Context: an optimization exercise on an open-source flow, tuned for small area and a short achievable clock period. The choices shown serve that exercise and are no tape-out recipe.
Only simulation tests tie the RTL to the original design; equivalence was not proved.
No activity file was given, so power comes from the tool's default toggle rates.

`design/flow/design.v`:
```
package srpt_pkg;
   localparam int PEER_ID_W = 14;
   localparam int RPC_ID_W = 14;
   localparam int PKTS_W = 10;
   localparam int OFFSET_W = 32;
   localparam int HDR_W = PEER_ID_W + RPC_ID_W + 2 * PKTS_W + OFFSET_W;
   localparam int STATE_W = 3;
   localparam int ENTRY_W = PEER_ID_W + RPC_ID_W + 2 * PKTS_W + STATE_W;
   localparam int E_STATE_LO = 0;
   localparam int E_GRANT_LO = STATE_W;
   localparam int E_RECV_LO  = E_GRANT_LO + PKTS_W;
   localparam int E_RPC_LO   = E_RECV_LO + PKTS_W;
   localparam int E_PEER_LO  = E_RPC_LO + RPC_ID_W;
   localparam logic [STATE_W-1:0] SRPT_EMPTY  = 3'b100;
   localparam logic [STATE_W-1:0] SRPT_ACTIVE = 3'b110;
   localparam logic [ENTRY_W-1:0] SRPT_ENTRY_NONE = {{(ENTRY_W - STATE_W){1'b0}}, SRPT_EMPTY};
endpackage
module srpt_header_intake (
   input  logic                           ap_clk,
   input  logic                           ap_rst,
   input  logic                           header_valid_i,
   input  logic [srpt_pkg::HDR_W-1:0]     header_i,
   output logic                           push_o,
   output logic                           retire_o,
   output logic [27:0]                    id_o,
   output logic [9:0]                     key_o
);
   logic [27:0] hdr_id;
   logic [9:0]  hdr_msg_len;
   logic [9:0]  hdr_incoming;
   logic [31:0] hdr_offset;
   assign {hdr_id, hdr_msg_len, hdr_incoming, hdr_offset} = header_i;
   logic hdr_useful;
   logic hdr_first;
   assign hdr_useful = hdr_msg_len > hdr_incoming;
   assign hdr_first  = (hdr_offset == '0);
   always_ff @(posedge ap_clk) begin
      if (ap_rst) begin
         push_o   <= 1'b0;
         retire_o <= 1'b0;
      end else begin
         push_o   <= header_valid_i && hdr_useful && hdr_first;
         retire_o <= header_valid_i && hdr_useful && !hdr_first;
      end
   end
   always_ff @(posedge ap_clk) begin
      id_o  <= hdr_id;
      key_o <= hdr_msg_len - 10'd1;
   end
endmodule
module srpt_queue #(
   parameter int QUEUE_DEPTH = 16
) (
   input  logic         ap_clk,
   input  logic         ap_rst,
   input  logic         push_i,
   input  logic [27:0]  push_id_i,
   input  logic [9:0]   push_key_i,
   input  logic         pop_i,
   output logic         head_occ_o,
   output logic         head_occ_nx_o,
   output logic [9:0]   head_key_o,
   output logic [27:0]  head_id_o
);
   localparam int N  = 16;
   localparam int PW = 4;
   logic [N-1:0][9:0]    key;
   logic [N-1:0][PW-1:0] ptr;
   logic [N-1:0][27:0]   id_mem;
   logic [N-1:0][9:0]    key_d;
   logic [N-1:0][PW-1:0] ptr_d;
   logic [N-1:0]         occ;
   logic [9:0]           nkey;
   logic [1:0]           ltn;
   logic [3:0]           ltqn;
   logic [PW-1:0]        wr_ptr;
   logic e_A_0;
   logic e_A_1;
   logic e_A_2;
   logic e_A_3;
   logic e_A_4;
   logic e_A_5;
   logic e_A_6;
   logic e_A_7;
   logic o_A_0;
   logic o_A_1;
   logic o_A_2;
   logic o_A_3;
   logic o_A_4;
   logic o_A_5;
   logic o_A_6;
   logic e_B_0;
   logic e_B_1;
   logic e_B_2;
   logic e_B_3;
   logic e_B_4;
   logic e_B_5;
   logic e_B_6;
   logic o_B_0;
   logic o_B_1;
   logic o_B_2;
   logic o_B_3;
   logic o_B_4;
   logic o_B_5;
   logic o_B_6;
   logic t_C;
   logic e_C_1;
   logic e_C_2;
   logic e_C_3;
   logic e_C_4;
   logic e_C_5;
   logic e_C_6;
   logic e_C_7;
   logic o_C_0;
   logic o_C_1;
   logic o_C_2;
   logic o_C_3;
   logic o_C_4;
   logic o_C_5;
   logic o_C_6;
   logic t_D;
   logic e_D_1;
   logic e_D_2;
   logic e_D_3;
   logic e_D_4;
   logic e_D_5;
   logic e_D_6;
   logic e_D_7;
   logic o_D_0;
   logic o_D_1;
   logic o_D_2;
   logic o_D_3;
   logic o_D_4;
   logic o_D_5;
   logic o_D_6;
   logic sel_0_1;
   logic sel_0_0;
   logic sel_0_2;
   logic sel_0_nC;
   logic sel_0_nD;
   logic sel_1_3;
   logic sel_1_2;
   logic sel_1_0;
   logic sel_1_1;
   logic sel_1_4;
   logic sel_1_nC;
   logic sel_1_nD;
   logic sel_2_0;
   logic sel_2_1;
   logic sel_2_3;
   logic sel_2_2;
   logic sel_2_4;
   logic sel_2_nC;
   logic sel_2_nD;
   logic sel_3_5;
   logic sel_3_4;
   logic sel_3_2;
   logic sel_3_3;
   logic sel_3_6;
   logic sel_3_1;
   logic sel_4_2;
   logic sel_4_3;
   logic sel_4_5;
   logic sel_4_4;
   logic sel_4_6;
   logic sel_4_1;
   logic sel_5_7;
   logic sel_5_6;
   logic sel_5_4;
   logic sel_5_5;
   logic sel_5_8;
   logic sel_5_3;
   logic sel_6_4;
   logic sel_6_5;
   logic sel_6_7;
   logic sel_6_6;
   logic sel_6_8;
   logic sel_6_3;
   logic sel_7_9;
   logic sel_7_8;
   logic sel_7_6;
   logic sel_7_7;
   logic sel_7_10;
   logic sel_7_5;
   logic sel_8_6;
   logic sel_8_7;
   logic sel_8_9;
   logic sel_8_8;
   logic sel_8_10;
   logic sel_8_5;
   logic sel_9_11;
   logic sel_9_10;
   logic sel_9_8;
   logic sel_9_9;
   logic sel_9_12;
   logic sel_9_7;
   logic sel_10_8;
   logic sel_10_9;
   logic sel_10_11;
   logic sel_10_10;
   logic sel_10_12;
   logic sel_10_7;
   logic sel_11_13;
   logic sel_11_12;
   logic sel_11_10;
   logic sel_11_11;
   logic sel_11_14;
   logic sel_11_9;
   logic sel_12_10;
   logic sel_12_11;
   logic sel_12_13;
   logic sel_12_12;
   logic sel_12_14;
   logic sel_12_9;
   logic sel_13_15;
   logic sel_13_14;
   logic sel_13_12;
   logic sel_13_13;
   logic sel_13_11;
   logic sel_14_12;
   logic sel_14_13;
   logic sel_14_15;
   logic sel_14_14;
   logic sel_14_11;
   logic sel_15_14;
   logic sel_15_15;
   logic sel_15_E;
   logic sel_15_13;
   logic lt_1_0;
   logic lt_2_0;
   logic lt_2_1;
   logic lt_3_0;
   logic lt_3_1;
   logic lt_3_2;
   logic lt_4_1;
   logic lt_4_2;
   logic lt_4_3;
   logic lt_5_2;
   logic lt_5_3;
   logic lt_5_4;
   logic lt_6_3;
   logic lt_6_4;
   logic lt_6_5;
   logic lt_7_4;
   logic lt_7_5;
   logic lt_7_6;
   logic lt_8_5;
   logic lt_8_6;
   logic lt_8_7;
   logic lt_9_6;
   logic lt_9_7;
   logic lt_9_8;
   logic lt_10_7;
   logic lt_10_8;
   logic lt_10_9;
   logic lt_11_8;
   logic lt_11_9;
   logic lt_11_10;
   logic lt_12_9;
   logic lt_12_10;
   logic lt_12_11;
   logic lt_13_10;
   logic lt_13_11;
   logic lt_13_12;
   logic lt_14_11;
   logic lt_14_12;
   logic lt_14_13;
   logic lt_15_12;
   logic lt_15_13;
   logic lt_15_14;
   assign nkey = push_key_i;
   function automatic logic lt10(input logic [9:0] a, input logic [9:0] b);
      logic r;
      r = 1'b0;
      for (int i = 0; i < 10; i++) begin
         r = (!a[i] && b[i]) || (!(a[i] && !b[i]) && r);
      end
      lt10 = r;
   endfunction
   always_comb begin
      for (int k = 0; k < N; k++) begin
         occ[k] = key[k] != 10'h3ff;
      end
   end
   assign ltn[0]  = lt10(nkey, key[0]);
   assign ltn[1]  = lt10(nkey, key[1]);
   assign ltqn[0] = 1'b0;
   assign ltqn[1] = lt10(key[1], nkey);
   assign ltqn[2] = lt10(key[2], nkey);
   assign ltqn[3] = lt10(key[3], nkey);
   assign lt_1_0 = lt10(key[1], key[0]);
   assign lt_2_0 = lt10(key[2], key[0]);
   assign lt_2_1 = lt10(key[2], key[1]);
   assign lt_3_0 = lt10(key[3], key[0]);
   assign lt_3_1 = lt10(key[3], key[1]);
   assign lt_3_2 = lt10(key[3], key[2]);
   assign lt_4_1 = lt10(key[4], key[1]);
   assign lt_4_2 = lt10(key[4], key[2]);
   assign lt_4_3 = lt10(key[4], key[3]);
   assign lt_5_2 = lt10(key[5], key[2]);
   assign lt_5_3 = lt10(key[5], key[3]);
   assign lt_5_4 = lt10(key[5], key[4]);
   assign lt_6_3 = lt10(key[6], key[3]);
   assign lt_6_4 = lt10(key[6], key[4]);
   assign lt_6_5 = lt10(key[6], key[5]);
   assign lt_7_4 = lt10(key[7], key[4]);
   assign lt_7_5 = lt10(key[7], key[5]);
   assign lt_7_6 = lt10(key[7], key[6]);
   assign lt_8_5 = lt10(key[8], key[5]);
   assign lt_8_6 = lt10(key[8], key[6]);
   assign lt_8_7 = lt10(key[8], key[7]);
   assign lt_9_6 = lt10(key[9], key[6]);
   assign lt_9_7 = lt10(key[9], key[7]);
   assign lt_9_8 = lt10(key[9], key[8]);
   assign lt_10_7 = lt10(key[10], key[7]);
   assign lt_10_8 = lt10(key[10], key[8]);
   assign lt_10_9 = lt10(key[10], key[9]);
   assign lt_11_8 = lt10(key[11], key[8]);
   assign lt_11_9 = lt10(key[11], key[9]);
   assign lt_11_10 = lt10(key[11], key[10]);
   assign lt_12_9 = lt10(key[12], key[9]);
   assign lt_12_10 = lt10(key[12], key[10]);
   assign lt_12_11 = lt10(key[12], key[11]);
   assign lt_13_10 = lt10(key[13], key[10]);
   assign lt_13_11 = lt10(key[13], key[11]);
   assign lt_13_12 = lt10(key[13], key[12]);
   assign lt_14_11 = lt10(key[14], key[11]);
   assign lt_14_12 = lt10(key[14], key[12]);
   assign lt_14_13 = lt10(key[14], key[13]);
   assign lt_15_12 = lt10(key[15], key[12]);
   assign lt_15_13 = lt10(key[15], key[13]);
   assign lt_15_14 = lt10(key[15], key[14]);
   assign e_A_0 = (lt_1_0);
   assign e_A_1 = (lt_3_2);
   assign e_A_2 = (lt_5_4);
   assign e_A_3 = (lt_7_6);
   assign e_A_4 = (lt_9_8);
   assign e_A_5 = (lt_11_10);
   assign e_A_6 = (lt_13_12);
   assign e_A_7 = (lt_15_14);
   assign o_A_0 = (((e_A_0) & (e_A_1) & lt_3_0) | ((e_A_0) & (!e_A_1) & lt_2_0) | ((!e_A_0) & (e_A_1) & lt_3_1) | ((!e_A_0) & (!e_A_1) & lt_2_1));
   assign o_A_1 = (((e_A_1) & (e_A_2) & lt_5_2) | ((e_A_1) & (!e_A_2) & lt_4_2) | ((!e_A_1) & (e_A_2) & lt_5_3) | ((!e_A_1) & (!e_A_2) & lt_4_3));
   assign o_A_2 = (((e_A_2) & (e_A_3) & lt_7_4) | ((e_A_2) & (!e_A_3) & lt_6_4) | ((!e_A_2) & (e_A_3) & lt_7_5) | ((!e_A_2) & (!e_A_3) & lt_6_5));
   assign o_A_3 = (((e_A_3) & (e_A_4) & lt_9_6) | ((e_A_3) & (!e_A_4) & lt_8_6) | ((!e_A_3) & (e_A_4) & lt_9_7) | ((!e_A_3) & (!e_A_4) & lt_8_7));
   assign o_A_4 = (((e_A_4) & (e_A_5) & lt_11_8) | ((e_A_4) & (!e_A_5) & lt_10_8) | ((!e_A_4) & (e_A_5) & lt_11_9) | ((!e_A_4) & (!e_A_5) & lt_10_9));
   assign o_A_5 = (((e_A_5) & (e_A_6) & lt_13_10) | ((e_A_5) & (!e_A_6) & lt_12_10) | ((!e_A_5) & (e_A_6) & lt_13_11) | ((!e_A_5) & (!e_A_6) & lt_12_11));
   assign o_A_6 = (((e_A_6) & (e_A_7) & lt_15_12) | ((e_A_6) & (!e_A_7) & lt_14_12) | ((!e_A_6) & (e_A_7) & lt_15_13) | ((!e_A_6) & (!e_A_7) & lt_14_13));
   assign e_B_0 = (lt_2_1);
   assign e_B_1 = (lt_4_3);
   assign e_B_2 = (lt_6_5);
   assign e_B_3 = (lt_8_7);
   assign e_B_4 = (lt_10_9);
   assign e_B_5 = (lt_12_11);
   assign e_B_6 = (lt_14_13);
   assign o_B_0 = (((e_B_0) & (e_B_1) & lt_4_1) | ((e_B_0) & (!e_B_1) & lt_3_1) | ((!e_B_0) & (e_B_1) & lt_4_2) | ((!e_B_0) & (!e_B_1) & lt_3_2));
   assign o_B_1 = (((e_B_1) & (e_B_2) & lt_6_3) | ((e_B_1) & (!e_B_2) & lt_5_3) | ((!e_B_1) & (e_B_2) & lt_6_4) | ((!e_B_1) & (!e_B_2) & lt_5_4));
   assign o_B_2 = (((e_B_2) & (e_B_3) & lt_8_5) | ((e_B_2) & (!e_B_3) & lt_7_5) | ((!e_B_2) & (e_B_3) & lt_8_6) | ((!e_B_2) & (!e_B_3) & lt_7_6));
   assign o_B_3 = (((e_B_3) & (e_B_4) & lt_10_7) | ((e_B_3) & (!e_B_4) & lt_9_7) | ((!e_B_3) & (e_B_4) & lt_10_8) | ((!e_B_3) & (!e_B_4) & lt_9_8));
   assign o_B_4 = (((e_B_4) & (e_B_5) & lt_12_9) | ((e_B_4) & (!e_B_5) & lt_11_9) | ((!e_B_4) & (e_B_5) & lt_12_10) | ((!e_B_4) & (!e_B_5) & lt_11_10));
   assign o_B_5 = (((e_B_5) & (e_B_6) & lt_14_11) | ((e_B_5) & (!e_B_6) & lt_13_11) | ((!e_B_5) & (e_B_6) & lt_14_12) | ((!e_B_5) & (!e_B_6) & lt_13_12));
   assign o_B_6 = (((e_B_6) & lt_15_13) | ((!e_B_6) & lt_15_14));
   assign t_C = ltn[0];
   assign e_C_1 = (lt_2_1);
   assign e_C_2 = (lt_4_3);
   assign e_C_3 = (lt_6_5);
   assign e_C_4 = (lt_8_7);
   assign e_C_5 = (lt_10_9);
   assign e_C_6 = (lt_12_11);
   assign e_C_7 = (lt_14_13);
   assign o_C_0 = (((t_C) & (e_C_1) & lt_2_0) | ((t_C) & (!e_C_1) & lt_1_0) | ((!t_C) & (e_C_1) & ltqn[2]) | ((!t_C) & (!e_C_1) & ltqn[1]));
   assign o_C_1 = (((e_C_1) & (e_C_2) & lt_4_1) | ((e_C_1) & (!e_C_2) & lt_3_1) | ((!e_C_1) & (e_C_2) & lt_4_2) | ((!e_C_1) & (!e_C_2) & lt_3_2));
   assign o_C_2 = (((e_C_2) & (e_C_3) & lt_6_3) | ((e_C_2) & (!e_C_3) & lt_5_3) | ((!e_C_2) & (e_C_3) & lt_6_4) | ((!e_C_2) & (!e_C_3) & lt_5_4));
   assign o_C_3 = (((e_C_3) & (e_C_4) & lt_8_5) | ((e_C_3) & (!e_C_4) & lt_7_5) | ((!e_C_3) & (e_C_4) & lt_8_6) | ((!e_C_3) & (!e_C_4) & lt_7_6));
   assign o_C_4 = (((e_C_4) & (e_C_5) & lt_10_7) | ((e_C_4) & (!e_C_5) & lt_9_7) | ((!e_C_4) & (e_C_5) & lt_10_8) | ((!e_C_4) & (!e_C_5) & lt_9_8));
   assign o_C_5 = (((e_C_5) & (e_C_6) & lt_12_9) | ((e_C_5) & (!e_C_6) & lt_11_9) | ((!e_C_5) & (e_C_6) & lt_12_10) | ((!e_C_5) & (!e_C_6) & lt_11_10));
   assign o_C_6 = (((e_C_6) & (e_C_7) & lt_14_11) | ((e_C_6) & (!e_C_7) & lt_13_11) | ((!e_C_6) & (e_C_7) & lt_14_12) | ((!e_C_6) & (!e_C_7) & lt_13_12));
   assign t_D = ltn[1];
   assign e_D_1 = (lt_3_2);
   assign e_D_2 = (lt_5_4);
   assign e_D_3 = (lt_7_6);
   assign e_D_4 = (lt_9_8);
   assign e_D_5 = (lt_11_10);
   assign e_D_6 = (lt_13_12);
   assign e_D_7 = (lt_15_14);
   assign o_D_0 = (((t_D) & (e_D_1) & lt_3_1) | ((t_D) & (!e_D_1) & lt_2_1) | ((!t_D) & (e_D_1) & ltqn[3]) | ((!t_D) & (!e_D_1) & ltqn[2]));
   assign o_D_1 = (((e_D_1) & (e_D_2) & lt_5_2) | ((e_D_1) & (!e_D_2) & lt_4_2) | ((!e_D_1) & (e_D_2) & lt_5_3) | ((!e_D_1) & (!e_D_2) & lt_4_3));
   assign o_D_2 = (((e_D_2) & (e_D_3) & lt_7_4) | ((e_D_2) & (!e_D_3) & lt_6_4) | ((!e_D_2) & (e_D_3) & lt_7_5) | ((!e_D_2) & (!e_D_3) & lt_6_5));
   assign o_D_3 = (((e_D_3) & (e_D_4) & lt_9_6) | ((e_D_3) & (!e_D_4) & lt_8_6) | ((!e_D_3) & (e_D_4) & lt_9_7) | ((!e_D_3) & (!e_D_4) & lt_8_7));
   assign o_D_4 = (((e_D_4) & (e_D_5) & lt_11_8) | ((e_D_4) & (!e_D_5) & lt_10_8) | ((!e_D_4) & (e_D_5) & lt_11_9) | ((!e_D_4) & (!e_D_5) & lt_10_9));
   assign o_D_5 = (((e_D_5) & (e_D_6) & lt_13_10) | ((e_D_5) & (!e_D_6) & lt_12_10) | ((!e_D_5) & (e_D_6) & lt_13_11) | ((!e_D_5) & (!e_D_6) & lt_12_11));
   assign o_D_6 = (((e_D_6) & (e_D_7) & lt_15_12) | ((e_D_6) & (!e_D_7) & lt_14_12) | ((!e_D_6) & (e_D_7) & lt_15_13) | ((!e_D_6) & (!e_D_7) & lt_14_13));
   assign sel_0_1 = pop_i ? (push_i ? (!t_D) : (!e_B_0)) : (push_i ? 1'b0 : (e_A_0));
   assign sel_0_0 = pop_i ? (push_i ? 1'b0 : 1'b0) : (push_i ? (!t_C) : (!e_A_0));
   assign sel_0_2 = pop_i ? (push_i ? 1'b0 : (e_B_0)) : (push_i ? 1'b0 : 1'b0);
   assign sel_0_nC = pop_i ? (push_i ? 1'b0 : 1'b0) : (push_i ? (t_C) : 1'b0);
   assign sel_0_nD = pop_i ? (push_i ? (t_D) : 1'b0) : (push_i ? 1'b0 : 1'b0);
   assign sel_1_3 = pop_i ? (push_i ? ((e_D_1) & o_D_0) : ((!e_B_1) & o_B_0)) : (push_i ? 1'b0 : ((e_A_1) & o_A_0));
   assign sel_1_2 = pop_i ? (push_i ? ((!e_D_1) & o_D_0) : ((!e_B_0) & !o_B_0)) : (push_i ? ((e_C_1) & o_C_0) : ((!e_A_1) & o_A_0));
   assign sel_1_0 = pop_i ? (push_i ? 1'b0 : 1'b0) : (push_i ? ((t_C) & !o_C_0) : ((e_A_0) & !o_A_0));
   assign sel_1_1 = pop_i ? (push_i ? ((t_D) & !o_D_0) : ((e_B_0) & !o_B_0)) : (push_i ? ((!e_C_1) & o_C_0) : ((!e_A_0) & !o_A_0));
   assign sel_1_4 = pop_i ? (push_i ? 1'b0 : ((e_B_1) & o_B_0)) : (push_i ? 1'b0 : 1'b0);
   assign sel_1_nC = pop_i ? (push_i ? 1'b0 : 1'b0) : (push_i ? ((!t_C) & !o_C_0) : 1'b0);
   assign sel_1_nD = pop_i ? (push_i ? ((!t_D) & !o_D_0) : 1'b0) : (push_i ? 1'b0 : 1'b0);
   assign sel_2_0 = pop_i ? (push_i ? 1'b0 : 1'b0) : (push_i ? ((t_C) & o_C_0) : ((e_A_0) & o_A_0));
   assign sel_2_1 = pop_i ? (push_i ? ((t_D) & o_D_0) : ((e_B_0) & o_B_0)) : (push_i ? ((!e_C_1) & !o_C_0) : ((!e_A_0) & o_A_0));
   assign sel_2_3 = pop_i ? (push_i ? ((e_D_1) & !o_D_0) : ((!e_B_1) & !o_B_0)) : (push_i ? 1'b0 : ((e_A_1) & !o_A_0));
   assign sel_2_2 = pop_i ? (push_i ? ((!e_D_1) & !o_D_0) : ((!e_B_0) & o_B_0)) : (push_i ? ((e_C_1) & !o_C_0) : ((!e_A_1) & !o_A_0));
   assign sel_2_4 = pop_i ? (push_i ? 1'b0 : ((e_B_1) & !o_B_0)) : (push_i ? 1'b0 : 1'b0);
   assign sel_2_nC = pop_i ? (push_i ? 1'b0 : 1'b0) : (push_i ? ((!t_C) & o_C_0) : 1'b0);
   assign sel_2_nD = pop_i ? (push_i ? ((!t_D) & o_D_0) : 1'b0) : (push_i ? 1'b0 : 1'b0);
   assign sel_3_5 = pop_i ? (push_i ? ((e_D_2) & o_D_1) : ((!e_B_2) & o_B_1)) : (push_i ? 1'b0 : ((e_A_2) & o_A_1));
   assign sel_3_4 = pop_i ? (push_i ? ((!e_D_2) & o_D_1) : ((!e_B_1) & !o_B_1)) : (push_i ? ((e_C_2) & o_C_1) : ((!e_A_2) & o_A_1));
   assign sel_3_2 = pop_i ? (push_i ? ((e_D_1) & !o_D_1) : 1'b0) : (push_i ? ((!e_C_1) & !o_C_1) : ((e_A_1) & !o_A_1));
   assign sel_3_3 = pop_i ? (push_i ? ((!e_D_1) & !o_D_1) : ((e_B_1) & !o_B_1)) : (push_i ? ((!e_C_2) & o_C_1) : ((!e_A_1) & !o_A_1));
   assign sel_3_6 = pop_i ? (push_i ? 1'b0 : ((e_B_2) & o_B_1)) : (push_i ? 1'b0 : 1'b0);
   assign sel_3_1 = pop_i ? (push_i ? 1'b0 : 1'b0) : (push_i ? ((e_C_1) & !o_C_1) : 1'b0);
   assign sel_4_2 = pop_i ? (push_i ? ((e_D_1) & o_D_1) : 1'b0) : (push_i ? ((!e_C_1) & o_C_1) : ((e_A_1) & o_A_1));
   assign sel_4_3 = pop_i ? (push_i ? ((!e_D_1) & o_D_1) : ((e_B_1) & o_B_1)) : (push_i ? ((!e_C_2) & !o_C_1) : ((!e_A_1) & o_A_1));
   assign sel_4_5 = pop_i ? (push_i ? ((e_D_2) & !o_D_1) : ((!e_B_2) & !o_B_1)) : (push_i ? 1'b0 : ((e_A_2) & !o_A_1));
   assign sel_4_4 = pop_i ? (push_i ? ((!e_D_2) & !o_D_1) : ((!e_B_1) & o_B_1)) : (push_i ? ((e_C_2) & !o_C_1) : ((!e_A_2) & !o_A_1));
   assign sel_4_6 = pop_i ? (push_i ? 1'b0 : ((e_B_2) & !o_B_1)) : (push_i ? 1'b0 : 1'b0);
   assign sel_4_1 = pop_i ? (push_i ? 1'b0 : 1'b0) : (push_i ? ((e_C_1) & o_C_1) : 1'b0);
   assign sel_5_7 = pop_i ? (push_i ? ((e_D_3) & o_D_2) : ((!e_B_3) & o_B_2)) : (push_i ? 1'b0 : ((e_A_3) & o_A_2));
   assign sel_5_6 = pop_i ? (push_i ? ((!e_D_3) & o_D_2) : ((!e_B_2) & !o_B_2)) : (push_i ? ((e_C_3) & o_C_2) : ((!e_A_3) & o_A_2));
   assign sel_5_4 = pop_i ? (push_i ? ((e_D_2) & !o_D_2) : 1'b0) : (push_i ? ((!e_C_2) & !o_C_2) : ((e_A_2) & !o_A_2));
   assign sel_5_5 = pop_i ? (push_i ? ((!e_D_2) & !o_D_2) : ((e_B_2) & !o_B_2)) : (push_i ? ((!e_C_3) & o_C_2) : ((!e_A_2) & !o_A_2));
   assign sel_5_8 = pop_i ? (push_i ? 1'b0 : ((e_B_3) & o_B_2)) : (push_i ? 1'b0 : 1'b0);
   assign sel_5_3 = pop_i ? (push_i ? 1'b0 : 1'b0) : (push_i ? ((e_C_2) & !o_C_2) : 1'b0);
   assign sel_6_4 = pop_i ? (push_i ? ((e_D_2) & o_D_2) : 1'b0) : (push_i ? ((!e_C_2) & o_C_2) : ((e_A_2) & o_A_2));
   assign sel_6_5 = pop_i ? (push_i ? ((!e_D_2) & o_D_2) : ((e_B_2) & o_B_2)) : (push_i ? ((!e_C_3) & !o_C_2) : ((!e_A_2) & o_A_2));
   assign sel_6_7 = pop_i ? (push_i ? ((e_D_3) & !o_D_2) : ((!e_B_3) & !o_B_2)) : (push_i ? 1'b0 : ((e_A_3) & !o_A_2));
   assign sel_6_6 = pop_i ? (push_i ? ((!e_D_3) & !o_D_2) : ((!e_B_2) & o_B_2)) : (push_i ? ((e_C_3) & !o_C_2) : ((!e_A_3) & !o_A_2));
   assign sel_6_8 = pop_i ? (push_i ? 1'b0 : ((e_B_3) & !o_B_2)) : (push_i ? 1'b0 : 1'b0);
   assign sel_6_3 = pop_i ? (push_i ? 1'b0 : 1'b0) : (push_i ? ((e_C_2) & o_C_2) : 1'b0);
   assign sel_7_9 = pop_i ? (push_i ? ((e_D_4) & o_D_3) : ((!e_B_4) & o_B_3)) : (push_i ? 1'b0 : ((e_A_4) & o_A_3));
   assign sel_7_8 = pop_i ? (push_i ? ((!e_D_4) & o_D_3) : ((!e_B_3) & !o_B_3)) : (push_i ? ((e_C_4) & o_C_3) : ((!e_A_4) & o_A_3));
   assign sel_7_6 = pop_i ? (push_i ? ((e_D_3) & !o_D_3) : 1'b0) : (push_i ? ((!e_C_3) & !o_C_3) : ((e_A_3) & !o_A_3));
   assign sel_7_7 = pop_i ? (push_i ? ((!e_D_3) & !o_D_3) : ((e_B_3) & !o_B_3)) : (push_i ? ((!e_C_4) & o_C_3) : ((!e_A_3) & !o_A_3));
   assign sel_7_10 = pop_i ? (push_i ? 1'b0 : ((e_B_4) & o_B_3)) : (push_i ? 1'b0 : 1'b0);
   assign sel_7_5 = pop_i ? (push_i ? 1'b0 : 1'b0) : (push_i ? ((e_C_3) & !o_C_3) : 1'b0);
   assign sel_8_6 = pop_i ? (push_i ? ((e_D_3) & o_D_3) : 1'b0) : (push_i ? ((!e_C_3) & o_C_3) : ((e_A_3) & o_A_3));
   assign sel_8_7 = pop_i ? (push_i ? ((!e_D_3) & o_D_3) : ((e_B_3) & o_B_3)) : (push_i ? ((!e_C_4) & !o_C_3) : ((!e_A_3) & o_A_3));
   assign sel_8_9 = pop_i ? (push_i ? ((e_D_4) & !o_D_3) : ((!e_B_4) & !o_B_3)) : (push_i ? 1'b0 : ((e_A_4) & !o_A_3));
   assign sel_8_8 = pop_i ? (push_i ? ((!e_D_4) & !o_D_3) : ((!e_B_3) & o_B_3)) : (push_i ? ((e_C_4) & !o_C_3) : ((!e_A_4) & !o_A_3));
   assign sel_8_10 = pop_i ? (push_i ? 1'b0 : ((e_B_4) & !o_B_3)) : (push_i ? 1'b0 : 1'b0);
   assign sel_8_5 = pop_i ? (push_i ? 1'b0 : 1'b0) : (push_i ? ((e_C_3) & o_C_3) : 1'b0);
   assign sel_9_11 = pop_i ? (push_i ? ((e_D_5) & o_D_4) : ((!e_B_5) & o_B_4)) : (push_i ? 1'b0 : ((e_A_5) & o_A_4));
   assign sel_9_10 = pop_i ? (push_i ? ((!e_D_5) & o_D_4) : ((!e_B_4) & !o_B_4)) : (push_i ? ((e_C_5) & o_C_4) : ((!e_A_5) & o_A_4));
   assign sel_9_8 = pop_i ? (push_i ? ((e_D_4) & !o_D_4) : 1'b0) : (push_i ? ((!e_C_4) & !o_C_4) : ((e_A_4) & !o_A_4));
   assign sel_9_9 = pop_i ? (push_i ? ((!e_D_4) & !o_D_4) : ((e_B_4) & !o_B_4)) : (push_i ? ((!e_C_5) & o_C_4) : ((!e_A_4) & !o_A_4));
   assign sel_9_12 = pop_i ? (push_i ? 1'b0 : ((e_B_5) & o_B_4)) : (push_i ? 1'b0 : 1'b0);
   assign sel_9_7 = pop_i ? (push_i ? 1'b0 : 1'b0) : (push_i ? ((e_C_4) & !o_C_4) : 1'b0);
   assign sel_10_8 = pop_i ? (push_i ? ((e_D_4) & o_D_4) : 1'b0) : (push_i ? ((!e_C_4) & o_C_4) : ((e_A_4) & o_A_4));
   assign sel_10_9 = pop_i ? (push_i ? ((!e_D_4) & o_D_4) : ((e_B_4) & o_B_4)) : (push_i ? ((!e_C_5) & !o_C_4) : ((!e_A_4) & o_A_4));
   assign sel_10_11 = pop_i ? (push_i ? ((e_D_5) & !o_D_4) : ((!e_B_5) & !o_B_4)) : (push_i ? 1'b0 : ((e_A_5) & !o_A_4));
   assign sel_10_10 = pop_i ? (push_i ? ((!e_D_5) & !o_D_4) : ((!e_B_4) & o_B_4)) : (push_i ? ((e_C_5) & !o_C_4) : ((!e_A_5) & !o_A_4));
   assign sel_10_12 = pop_i ? (push_i ? 1'b0 : ((e_B_5) & !o_B_4)) : (push_i ? 1'b0 : 1'b0);
   assign sel_10_7 = pop_i ? (push_i ? 1'b0 : 1'b0) : (push_i ? ((e_C_4) & o_C_4) : 1'b0);
   assign sel_11_13 = pop_i ? (push_i ? ((e_D_6) & o_D_5) : ((!e_B_6) & o_B_5)) : (push_i ? 1'b0 : ((e_A_6) & o_A_5));
   assign sel_11_12 = pop_i ? (push_i ? ((!e_D_6) & o_D_5) : ((!e_B_5) & !o_B_5)) : (push_i ? ((e_C_6) & o_C_5) : ((!e_A_6) & o_A_5));
   assign sel_11_10 = pop_i ? (push_i ? ((e_D_5) & !o_D_5) : 1'b0) : (push_i ? ((!e_C_5) & !o_C_5) : ((e_A_5) & !o_A_5));
   assign sel_11_11 = pop_i ? (push_i ? ((!e_D_5) & !o_D_5) : ((e_B_5) & !o_B_5)) : (push_i ? ((!e_C_6) & o_C_5) : ((!e_A_5) & !o_A_5));
   assign sel_11_14 = pop_i ? (push_i ? 1'b0 : ((e_B_6) & o_B_5)) : (push_i ? 1'b0 : 1'b0);
   assign sel_11_9 = pop_i ? (push_i ? 1'b0 : 1'b0) : (push_i ? ((e_C_5) & !o_C_5) : 1'b0);
   assign sel_12_10 = pop_i ? (push_i ? ((e_D_5) & o_D_5) : 1'b0) : (push_i ? ((!e_C_5) & o_C_5) : ((e_A_5) & o_A_5));
   assign sel_12_11 = pop_i ? (push_i ? ((!e_D_5) & o_D_5) : ((e_B_5) & o_B_5)) : (push_i ? ((!e_C_6) & !o_C_5) : ((!e_A_5) & o_A_5));
   assign sel_12_13 = pop_i ? (push_i ? ((e_D_6) & !o_D_5) : ((!e_B_6) & !o_B_5)) : (push_i ? 1'b0 : ((e_A_6) & !o_A_5));
   assign sel_12_12 = pop_i ? (push_i ? ((!e_D_6) & !o_D_5) : ((!e_B_5) & o_B_5)) : (push_i ? ((e_C_6) & !o_C_5) : ((!e_A_6) & !o_A_5));
   assign sel_12_14 = pop_i ? (push_i ? 1'b0 : ((e_B_6) & !o_B_5)) : (push_i ? 1'b0 : 1'b0);
   assign sel_12_9 = pop_i ? (push_i ? 1'b0 : 1'b0) : (push_i ? ((e_C_5) & o_C_5) : 1'b0);
   assign sel_13_15 = pop_i ? (push_i ? ((e_D_7) & o_D_6) : (o_B_6)) : (push_i ? 1'b0 : ((e_A_7) & o_A_6));
   assign sel_13_14 = pop_i ? (push_i ? ((!e_D_7) & o_D_6) : ((!e_B_6) & !o_B_6)) : (push_i ? ((e_C_7) & o_C_6) : ((!e_A_7) & o_A_6));
   assign sel_13_12 = pop_i ? (push_i ? ((e_D_6) & !o_D_6) : 1'b0) : (push_i ? ((!e_C_6) & !o_C_6) : ((e_A_6) & !o_A_6));
   assign sel_13_13 = pop_i ? (push_i ? ((!e_D_6) & !o_D_6) : ((e_B_6) & !o_B_6)) : (push_i ? ((!e_C_7) & o_C_6) : ((!e_A_6) & !o_A_6));
   assign sel_13_11 = pop_i ? (push_i ? 1'b0 : 1'b0) : (push_i ? ((e_C_6) & !o_C_6) : 1'b0);
   assign sel_14_12 = pop_i ? (push_i ? ((e_D_6) & o_D_6) : 1'b0) : (push_i ? ((!e_C_6) & o_C_6) : ((e_A_6) & o_A_6));
   assign sel_14_13 = pop_i ? (push_i ? ((!e_D_6) & o_D_6) : ((e_B_6) & o_B_6)) : (push_i ? ((!e_C_7) & !o_C_6) : ((!e_A_6) & o_A_6));
   assign sel_14_15 = pop_i ? (push_i ? ((e_D_7) & !o_D_6) : (!o_B_6)) : (push_i ? 1'b0 : ((e_A_7) & !o_A_6));
   assign sel_14_14 = pop_i ? (push_i ? ((!e_D_7) & !o_D_6) : ((!e_B_6) & o_B_6)) : (push_i ? ((e_C_7) & !o_C_6) : ((!e_A_7) & !o_A_6));
   assign sel_14_11 = pop_i ? (push_i ? 1'b0 : 1'b0) : (push_i ? ((e_C_6) & o_C_6) : 1'b0);
   assign sel_15_14 = pop_i ? (push_i ? (e_D_7) : 1'b0) : (push_i ? (!e_C_7) : (e_A_7));
   assign sel_15_15 = pop_i ? (push_i ? (!e_D_7) : 1'b0) : (push_i ? 1'b0 : (!e_A_7));
   assign sel_15_E = pop_i ? (push_i ? 1'b0 : 1'b1) : (push_i ? 1'b0 : 1'b0);
   assign sel_15_13 = pop_i ? (push_i ? 1'b0 : 1'b0) : (push_i ? (e_C_7) : 1'b0);
   assign key_d[0] = ({10{sel_0_1}} & key[1]) | ({10{sel_0_0}} & key[0]) | ({10{sel_0_2}} & key[2]) | ({10{sel_0_nC}} & nkey) | ({10{sel_0_nD}} & nkey);
   assign ptr_d[0] = ({PW{sel_0_1}} & ptr[1]) | ({PW{sel_0_0}} & ptr[0]) | ({PW{sel_0_2}} & ptr[2]) | ({PW{sel_0_nC}} & ptr[15]) | ({PW{sel_0_nD}} & ptr[0]);
   assign key_d[1] = ({10{sel_1_3}} & key[3]) | ({10{sel_1_2}} & key[2]) | ({10{sel_1_0}} & key[0]) | ({10{sel_1_1}} & key[1]) | ({10{sel_1_4}} & key[4]) | ({10{sel_1_nC}} & nkey) | ({10{sel_1_nD}} & nkey);
   assign ptr_d[1] = ({PW{sel_1_3}} & ptr[3]) | ({PW{sel_1_2}} & ptr[2]) | ({PW{sel_1_0}} & ptr[0]) | ({PW{sel_1_1}} & ptr[1]) | ({PW{sel_1_4}} & ptr[4]) | ({PW{sel_1_nC}} & ptr[15]) | ({PW{sel_1_nD}} & ptr[0]);
   assign key_d[2] = ({10{sel_2_0}} & key[0]) | ({10{sel_2_1}} & key[1]) | ({10{sel_2_3}} & key[3]) | ({10{sel_2_2}} & key[2]) | ({10{sel_2_4}} & key[4]) | ({10{sel_2_nC}} & nkey) | ({10{sel_2_nD}} & nkey);
   assign ptr_d[2] = ({PW{sel_2_0}} & ptr[0]) | ({PW{sel_2_1}} & ptr[1]) | ({PW{sel_2_3}} & ptr[3]) | ({PW{sel_2_2}} & ptr[2]) | ({PW{sel_2_4}} & ptr[4]) | ({PW{sel_2_nC}} & ptr[15]) | ({PW{sel_2_nD}} & ptr[0]);
   assign key_d[3] = ({10{sel_3_5}} & key[5]) | ({10{sel_3_4}} & key[4]) | ({10{sel_3_2}} & key[2]) | ({10{sel_3_3}} & key[3]) | ({10{sel_3_6}} & key[6]) | ({10{sel_3_1}} & key[1]);
   assign ptr_d[3] = ({PW{sel_3_5}} & ptr[5]) | ({PW{sel_3_4}} & ptr[4]) | ({PW{sel_3_2}} & ptr[2]) | ({PW{sel_3_3}} & ptr[3]) | ({PW{sel_3_6}} & ptr[6]) | ({PW{sel_3_1}} & ptr[1]);
   assign key_d[4] = ({10{sel_4_2}} & key[2]) | ({10{sel_4_3}} & key[3]) | ({10{sel_4_5}} & key[5]) | ({10{sel_4_4}} & key[4]) | ({10{sel_4_6}} & key[6]) | ({10{sel_4_1}} & key[1]);
   assign ptr_d[4] = ({PW{sel_4_2}} & ptr[2]) | ({PW{sel_4_3}} & ptr[3]) | ({PW{sel_4_5}} & ptr[5]) | ({PW{sel_4_4}} & ptr[4]) | ({PW{sel_4_6}} & ptr[6]) | ({PW{sel_4_1}} & ptr[1]);
   assign key_d[5] = ({10{sel_5_7}} & key[7]) | ({10{sel_5_6}} & key[6]) | ({10{sel_5_4}} & key[4]) | ({10{sel_5_5}} & key[5]) | ({10{sel_5_8}} & key[8]) | ({10{sel_5_3}} & key[3]);
   assign ptr_d[5] = ({PW{sel_5_7}} & ptr[7]) | ({PW{sel_5_6}} & ptr[6]) | ({PW{sel_5_4}} & ptr[4]) | ({PW{sel_5_5}} & ptr[5]) | ({PW{sel_5_8}} & ptr[8]) | ({PW{sel_5_3}} & ptr[3]);
   assign key_d[6] = ({10{sel_6_4}} & key[4]) | ({10{sel_6_5}} & key[5]) | ({10{sel_6_7}} & key[7]) | ({10{sel_6_6}} & key[6]) | ({10{sel_6_8}} & key[8]) | ({10{sel_6_3}} & key[3]);
   assign ptr_d[6] = ({PW{sel_6_4}} & ptr[4]) | ({PW{sel_6_5}} & ptr[5]) | ({PW{sel_6_7}} & ptr[7]) | ({PW{sel_6_6}} & ptr[6]) | ({PW{sel_6_8}} & ptr[8]) | ({PW{sel_6_3}} & ptr[3]);
   assign key_d[7] = ({10{sel_7_9}} & key[9]) | ({10{sel_7_8}} & key[8]) | ({10{sel_7_6}} & key[6]) | ({10{sel_7_7}} & key[7]) | ({10{sel_7_10}} & key[10]) | ({10{sel_7_5}} & key[5]);
   assign ptr_d[7] = ({PW{sel_7_9}} & ptr[9]) | ({PW{sel_7_8}} & ptr[8]) | ({PW{sel_7_6}} & ptr[6]) | ({PW{sel_7_7}} & ptr[7]) | ({PW{sel_7_10}} & ptr[10]) | ({PW{sel_7_5}} & ptr[5]);
   assign key_d[8] = ({10{sel_8_6}} & key[6]) | ({10{sel_8_7}} & key[7]) | ({10{sel_8_9}} & key[9]) | ({10{sel_8_8}} & key[8]) | ({10{sel_8_10}} & key[10]) | ({10{sel_8_5}} & key[5]);
   assign ptr_d[8] = ({PW{sel_8_6}} & ptr[6]) | ({PW{sel_8_7}} & ptr[7]) | ({PW{sel_8_9}} & ptr[9]) | ({PW{sel_8_8}} & ptr[8]) | ({PW{sel_8_10}} & ptr[10]) | ({PW{sel_8_5}} & ptr[5]);
   assign key_d[9] = ({10{sel_9_11}} & key[11]) | ({10{sel_9_10}} & key[10]) | ({10{sel_9_8}} & key[8]) | ({10{sel_9_9}} & key[9]) | ({10{sel_9_12}} & key[12]) | ({10{sel_9_7}} & key[7]);
   assign ptr_d[9] = ({PW{sel_9_11}} & ptr[11]) | ({PW{sel_9_10}} & ptr[10]) | ({PW{sel_9_8}} & ptr[8]) | ({PW{sel_9_9}} & ptr[9]) | ({PW{sel_9_12}} & ptr[12]) | ({PW{sel_9_7}} & ptr[7]);
   assign key_d[10] = ({10{sel_10_8}} & key[8]) | ({10{sel_10_9}} & key[9]) | ({10{sel_10_11}} & key[11]) | ({10{sel_10_10}} & key[10]) | ({10{sel_10_12}} & key[12]) | ({10{sel_10_7}} & key[7]);
   assign ptr_d[10] = ({PW{sel_10_8}} & ptr[8]) | ({PW{sel_10_9}} & ptr[9]) | ({PW{sel_10_11}} & ptr[11]) | ({PW{sel_10_10}} & ptr[10]) | ({PW{sel_10_12}} & ptr[12]) | ({PW{sel_10_7}} & ptr[7]);
   assign key_d[11] = ({10{sel_11_13}} & key[13]) | ({10{sel_11_12}} & key[12]) | ({10{sel_11_10}} & key[10]) | ({10{sel_11_11}} & key[11]) | ({10{sel_11_14}} & key[14]) | ({10{sel_11_9}} & key[9]);
   assign ptr_d[11] = ({PW{sel_11_13}} & ptr[13]) | ({PW{sel_11_12}} & ptr[12]) | ({PW{sel_11_10}} & ptr[10]) | ({PW{sel_11_11}} & ptr[11]) | ({PW{sel_11_14}} & ptr[14]) | ({PW{sel_11_9}} & ptr[9]);
   assign key_d[12] = ({10{sel_12_10}} & key[10]) | ({10{sel_12_11}} & key[11]) | ({10{sel_12_13}} & key[13]) | ({10{sel_12_12}} & key[12]) | ({10{sel_12_14}} & key[14]) | ({10{sel_12_9}} & key[9]);
   assign ptr_d[12] = ({PW{sel_12_10}} & ptr[10]) | ({PW{sel_12_11}} & ptr[11]) | ({PW{sel_12_13}} & ptr[13]) | ({PW{sel_12_12}} & ptr[12]) | ({PW{sel_12_14}} & ptr[14]) | ({PW{sel_12_9}} & ptr[9]);
   assign key_d[13] = ({10{sel_13_15}} & key[15]) | ({10{sel_13_14}} & key[14]) | ({10{sel_13_12}} & key[12]) | ({10{sel_13_13}} & key[13]) | ({10{sel_13_11}} & key[11]);
   assign ptr_d[13] = ({PW{sel_13_15}} & ptr[15]) | ({PW{sel_13_14}} & ptr[14]) | ({PW{sel_13_12}} & ptr[12]) | ({PW{sel_13_13}} & ptr[13]) | ({PW{sel_13_11}} & ptr[11]);
   assign key_d[14] = ({10{sel_14_12}} & key[12]) | ({10{sel_14_13}} & key[13]) | ({10{sel_14_15}} & key[15]) | ({10{sel_14_14}} & key[14]) | ({10{sel_14_11}} & key[11]);
   assign ptr_d[14] = ({PW{sel_14_12}} & ptr[12]) | ({PW{sel_14_13}} & ptr[13]) | ({PW{sel_14_15}} & ptr[15]) | ({PW{sel_14_14}} & ptr[14]) | ({PW{sel_14_11}} & ptr[11]);
   assign key_d[15] = ({10{sel_15_14}} & key[14]) | ({10{sel_15_15}} & key[15]) | ({10{sel_15_E}} & 10'h3ff) | ({10{sel_15_13}} & key[13]);
   assign ptr_d[15] = ({PW{sel_15_14}} & ptr[14]) | ({PW{sel_15_15}} & ptr[15]) | ({PW{sel_15_E}} & ptr[0]) | ({PW{sel_15_13}} & ptr[13]);
   assign head_key_o = key[0];
   assign head_occ_o = occ[0];
   assign head_occ_nx_o = push_i || (pop_i ? (occ[1] || occ[2]) : (occ[0] || occ[1]));
   always_comb begin
      head_id_o = '0;
      for (int k = 0; k < N; k++) begin
         head_id_o = head_id_o | ({28{ptr[0] == PW'(k)}} & id_mem[k]);
      end
   end
   assign wr_ptr = pop_i ? ptr[0] : ptr[N - 1];
   always_ff @(posedge ap_clk) begin
      if (ap_rst) begin
         for (int k = 0; k < N; k++) begin
            key[k] <= 10'h3ff;
            ptr[k] <= PW'(k);
         end
      end else begin
         key <= key_d;
         ptr <= ptr_d;
      end
   end
   always_ff @(posedge ap_clk) begin
      for (int k = 0; k < N; k++) begin
         if (push_i && wr_ptr == PW'(k)) begin
            id_mem[k] <= push_id_i;
         end
      end
   end
endmodule
module srpt_active_set #(
   parameter int MAX_OVERCOMMIT = 4
) (
   input  logic         ap_clk,
   input  logic         ap_rst,
   input  logic         head_occ_nx_i,
   input  logic [9:0]   head_key_i,
   input  logic [27:0]  head_id_i,
   output logic         pop_o,
   input  logic         retire_i,
   input  logic [27:0]  retire_id_i,
   input  logic         grant_full_i,
   output logic         grant_valid_o,
   output logic [50:0]  grant_o
);
   localparam int M = MAX_OVERCOMMIT;
   logic [M-1:0]       occ;
   logic [M-1:0][27:0] slot_id;
   logic [M-1:0]       match;
   logic [M-1:0]       clr;
   logic [M-1:0]       occ_r;
   logic [M-1:0]       shift;
   logic               gv;
   logic [M-1:0]       occ_d;
   logic               can_pop;
   logic [9:0]         g_key;
   always_comb begin
      for (int k = 0; k < M; k++) begin
         match[k] = occ[k] && (slot_id[k] == retire_id_i);
      end
      for (int k = 0; k < M; k++) begin
         clr[k] = retire_i && match[k];
         for (int j = 0; j < k; j++) begin
            if (match[j]) clr[k] = 1'b0;
         end
         occ_r[k] = occ[k] && !clr[k];
      end
      for (int k = 0; k < M; k++) begin
         shift[k] = pop_o;
         for (int j = 0; j < k; j++) begin
            if (!occ[j]) shift[k] = 1'b0;
         end
      end
   end
   assign pop_o = can_pop && !grant_full_i;
   always_comb begin
      for (int k = 0; k < M; k++) begin
         if (!shift[k]) occ_d[k] = occ_r[k];
         else if (k == 0) occ_d[k] = 1'b1;
         else occ_d[k] = occ_r[k - 1];
      end
   end
   always_ff @(posedge ap_clk) begin
      if (ap_rst) begin
         occ     <= '0;
         gv      <= 1'b0;
         can_pop <= 1'b0;
      end else begin
         occ     <= occ_d;
         gv      <= pop_o;
         can_pop <= head_occ_nx_i && !(&occ_d);
      end
   end
   always_ff @(posedge ap_clk) begin
      for (int k = 0; k < M; k++) begin
         if (shift[k]) slot_id[k] <= (k == 0) ? head_id_i : slot_id[k - 1];
      end
      g_key <= head_key_i;
   end
   assign grant_valid_o = gv;
   assign grant_o = {slot_id[0], 9'b0, gv, g_key, gv, gv, 1'b0};
endmodule
module srpt_grant_top #(
   parameter int QUEUE_DEPTH    = 16,
   parameter int MAX_OVERCOMMIT = 4
) (
   input  logic        ap_clk,
   input  logic        ap_rst,
   input  logic        header_valid_i,
   input  logic [79:0] header_i,
   input  logic        grant_full_i,
   output logic        grant_valid_o,
   output logic [50:0] grant_o
);
   logic        push;
   logic        retire;
   logic [27:0] in_id;
   logic [9:0]  in_key;
   logic        head_occ;
   logic        head_occ_nx;
   logic [9:0]  head_key;
   logic [27:0] head_id;
   logic        pop;
   srpt_header_intake u_intake (
      .ap_clk         (ap_clk),
      .ap_rst         (ap_rst),
      .header_valid_i (header_valid_i),
      .header_i       (header_i),
      .push_o         (push),
      .retire_o       (retire),
      .id_o           (in_id),
      .key_o          (in_key)
   );
   srpt_queue #(
      .QUEUE_DEPTH (QUEUE_DEPTH)
   ) u_queue (
      .ap_clk     (ap_clk),
      .ap_rst     (ap_rst),
      .push_i     (push),
      .push_id_i  (in_id),
      .push_key_i (in_key),
      .pop_i      (pop),
      .head_occ_o (head_occ),
      .head_occ_nx_o (head_occ_nx),
      .head_key_o (head_key),
      .head_id_o  (head_id)
   );
   srpt_active_set #(
      .MAX_OVERCOMMIT (MAX_OVERCOMMIT)
   ) u_active (
      .ap_clk        (ap_clk),
      .ap_rst        (ap_rst),
      .head_occ_nx_i (head_occ_nx),
      .head_key_i    (head_key),
      .head_id_i     (head_id),
      .pop_o         (pop),
      .retire_i      (retire),
      .retire_id_i   (in_id),
      .grant_full_i  (grant_full_i),
      .grant_valid_o (grant_valid_o),
      .grant_o       (grant_o)
   );
endmodule
```
`design/flow/flow/run.sh`:
```
#!/bin/bash
set -euo pipefail
bash standard.sh SETUP_SLACK_MARGIN=7 finish > standard_flow.log 2>&1
```
`design/flow/standard.sh`:
```
#!/bin/bash
# synth_recipe.tcl (not shown) runs the flow's synth.tcl, then flattens the netlist and writes it again
# the make line also repeats each setting of config.mk as NAME=value (left out here)
make -C /OpenROAD-flow-scripts/flow DESIGN_CONFIG=/design/flow/config.mk WORK_HOME=/design/flow/orfs CLKGATE_MAP_FILE= SYNTH_SCRIPT=/design/flow/synth_recipe.tcl "${@:-finish}"
```
`design/flow/config.mk`:
```
export PLATFORM = sky130hd
export DESIGN_NAME = srpt_grant_top
export DESIGN_NICKNAME = srpt_grant_top
export VERILOG_FILES = /design/flow/design.v
export SDC_FILE = /design/flow/constraint.sdc
export NUM_CORES = 4
export LEC_CHECK = 0
export CAP_MARGIN = 20
export CORE_MARGIN = 2
export CORE_UTILIZATION = 40
export SLEW_MARGIN = 20
```
`design/flow/constraint.sdc`:
```
create_clock -name core_clock -period 10.5 [get_ports {ap_clk}]
set_input_delay 2.1000 -clock core_clock [delete_from_list [all_inputs] [get_ports {ap_clk}]]
set_output_delay 2.1000 -clock core_clock [all_outputs]
set_load 0.01 [all_outputs]
```
==> results.yml <==
logic_synthesis:
  synth_ff_type: "edfxtp_1"
  synth_edf_count: 560
  yosysSeqAreaShare_pct: 49.9
  yosysTopAreaCell: "edfxtp_1"
  ys_top_cells_by_area: "edfxtp_1, dfxtp_1, a221o_1"
  synthCells: 4257
  synth_cell_type_count: 108
  avgSynthCellArea_um2: 10.5
  synth.cell_area_um2: 44900
  synth-seq-cells: 840
  yosys.area.top_type_share_pct: 37.4
  synth-async-reset-ratio_pct: 0
  yosysWarnings: 3
power:
  power_density_nw_per_um2: 385
  comb_power_share_pct: 59.4
  power_mw: 21.4
  p_leak_nw: 19.4
  seqPwrFrac_pct: 24.9
  clkPwrFrac_pct: 15.7
  p_int_mw: 11.4
  p_sw_share_pct: 46.9
  p_sw_mw: 10.1
  ir_worst_vdd_v: 0.000254
setup_path:
  cp-start-kind: "primary input"
  endpoint_kind: "register"
  worstPathArrival_ns: 4.19
  crit_required_ns: 11.09
  critPathMaxStageDelay_ns: 0.34
  reg2reg_slack_ns: 6.93
  path_cells: "buf_8 > nand2b_4 > buf_12 > inv_16 > buf_6 > nand2_8 > buf_12 > nor3_4 > a31o_1 > a211o_4 > a221o_1 > a221o_1"
  crit_family: "compound AO/OA/AOI/OAI gates"
  crit_buf_inv: 5
  worstReg2RegStart: "u_queue.key[60]"
  reg2reg_to: "u_queue.ptr[22]"
  worstRegToRegCells: 12
  crit_slowest_cell: "a211o_4"
  critPathMaxFanout: 6
  critPathKind: "primary input to register"
placement:
  io_buffers: 125
  dp_hpwl_um: 112000
  dp_cells: 5558
  dp_slack_ns: 4.73
  gp_congestion: 0.959
route:
  via_per_inst: 7.01
  wl_per_cell_um: 31.0
  detail-route-antenna-nets: 0
  drtIter0Drc: 6912
  dr.pass1.iters: 10
  drc: 0
  vias: 42200
  drt-total-wl_um: 186000
clock_tree:
  htreeDepth: 3
  cts_hold_buffers: 0
  clockBufferDepth: 3
  clkSinkCount: 840
  cts_buffers: 92
  clk_pin_slew_ns: 0.06
  root_buffer: "clkbuf_16"
  cts_tree: "built"
  clk_latency_ns: 0.73
cells_and_area:
  final_cell_count_no_fill: 6016
  final_nets: 4543
  drive_gt1_share_pct: 24.2
  layout_common_cells: "edfxtp_1, nand2_1, buf_4"
  final_util_pct: 50.3
  final_common_cell: "edfxtp_1"
  fill_cells: 9808
  area_delta_synth_final_pct: 24.2
sta:
  hold_viol_final: 0
  timing.setup.tns_ns: 0
  fin_skew_ns: 0.0410
  fin_crit_sh_pct: 34.4
  slew_headroom_pct: 16.2
  rsz0062_at_grt: "yes"
  min_period_ns: 3.61
  worstMarginPinSlew_ns: 1.26
  fmax_mhz: 277
  drv_slew: 0
  finalSetupViolCount: 0
  worst_slack_ns: 6.89
global_routing:
  grt_max_degree: 87
  grt_pass1_vias: 38700
  grt_use_total_pct: 30.7
  grt_overflow: 0
  met1_usage_pct: 41.6
  met3_usage_pct: 6.57
  antenna_found_initial: 3
  top_usage_layer: "met2"
  grt_pass1_wl_um: 268000
  met2_usage_pct: 47.4
floorplanning:
  die_height_um: 339
  io_pins: 136
  fp.coreArea_um2: 111000
  dieArea_um2: 115000
  dieWidth_um: 339
  initial_core_util_pct: 40.5
  core.rowCount: 122
min_path:
  hold_end: "u_active.slot_id[83]"
  hp-start: "u_active.slot_id[55]"
  hp-class: "register to register"
  holdPathStages: 0
run_status:
  status: "no timing/DRC/antenna violations"
flow_run:
  drv_cap: 0
## metrics by stage
stage          area, um2  hold slack [ns]
2_1_floorplan      45700            0.326
3_3_place_gp       47500            0.449
3_5_place_dp       47600            0.458
4_1_cts            53700            0.473
5_1_grt            55800            0.481
6_report           55800            0.473
## worst max path at each step
stage,cells after the start,from,slack (ns),end
floorplan,9,grant_full_i,6.49,u_queue.id_mem[100]
global placement,11,grant_full_i,4.74,u_queue.ptr[11]
detailed placement,11,grant_full_i,4.73,u_queue.ptr[11]
CTS,1,u_active.slot_id[25],6.92,grant_o[48]
global route,12,u_queue.key[60],6.84,u_queue.ptr[22]
finish,12,grant_full_i,6.89,u_queue.key[11]
## area by class of cell
class	instances	area (um2)	area share, %
diodes	1	2.50	0.00449
repair inverters	2	16.3	0.0292
well taps	1488	1860	3.34
clock inverters	46	588	1.05
repair buffers	498	4830	8.66
multi-input cells	2820	22400	40.1
flip-flops and latches	840	22700	40.8
inverters	194	823	1.48
clock buffers	127	2550	4.58
## routing by layer
metal,wire [um],share of wire [%]
met3,22600,12
met5,41,0.022
met1,71000,38
met4,10500,5.6
met2,82100,44
## cells by family (layout without fill, tap and decap cells)
kind of cell	after synthesis	in the layout	share of synthesized area, %
AO/OA/AOI/OAI	1474	1481	27.0
XOR/XNOR	120	120	2.34
adder cells (fa/ha/maj)	103	103	2.38
buffers and inverters	620	867	5.92
flip-flops	840	840	49.9
multiplexers	31	31	0.769
other	1	11	0.00835
AND/OR/NAND/NOR	1068	1075	11.6
## synth_stat cells (all sizes together), types with 60 or more instances
cell type and number:
edfxtp 560, nand4 95, a221o 265, nand2 390, nor2b 63, inv 189, dfxtp 280, nand3 71
nor2 162, a222oi 73, buf 159, a22oi 60, a21oi 134, nor3 61, maj3 92, a221oi 234
o21ai 119, a22o 126, clkbuf 267, nand2b 101, xnor2 74
## power by group through the flow
stage | combinational (mW) | sequential [mW] | clock [mW]
floorplan | 7.45 | 4.33 | 0
global placement | 9.23 | 5.30 | 0
detailed placement | 9.30 | 5.30 | 0
CTS | 11.0 | 5.25 | 3.38
global route | 13.4 | 5.35 | 3.51
finish | 12.7 | 5.35 | 3.36
## what timing repair did
item	4_1_cts	5_1_grt
gates resized for setup	554	259
buffers inserted	150	106
cloned	22	6
pin swaps	84	89
endpoints found under the setup margin	802	389
## sequential cells by signal, summed over array words and instances (netlist names)
| register | flops |
|---|---|
| u_intake.retire_o | 1 |
| u_intake.key_o | 10 |
| u_queue.ptr | 64 |
| u_active.occ | 4 |
| u_active.slot_id | 112 |
| u_active.g_key | 10 |
| u_intake.id_o | 28 |
| u_active.can_pop | 1 |
| u_intake.push_o | 1 |
| u_queue.id_mem | 448 |
| u_active.gv | 1 |
| u_queue.key | 160 |

-- what the ideal ports hide --
The results above use ideal ports. As a check the final layout listed here was re-extracted and re-timed, cells and wires unchanged. Step 1 assumes that a clkbuf_16 drives the clock port and a buf_2 every other input. Step 2 moves the port delays by t, midway between the first and last clock arrival at a register: inputs arrive t later, outputs are due t later. That takes back most of the time a late clock gives input paths. Slacks: ideal / step 1 / step 2; pairs: ideal / step 1.
t (ns): 0.782
slack for setup (ns): 6.893 / 6.886 / 6.137
worst setup path after step 2: input to register
latest minus earliest clock arrival (ns): 0.053 / 0.053
slew at the worst register clock pin (ns): 0.07 / 0.07
After both steps setup and hold are still met in this run. The setup slack of this run moves by -0.007 ns with the drivers and by -0.756 ns with both steps.
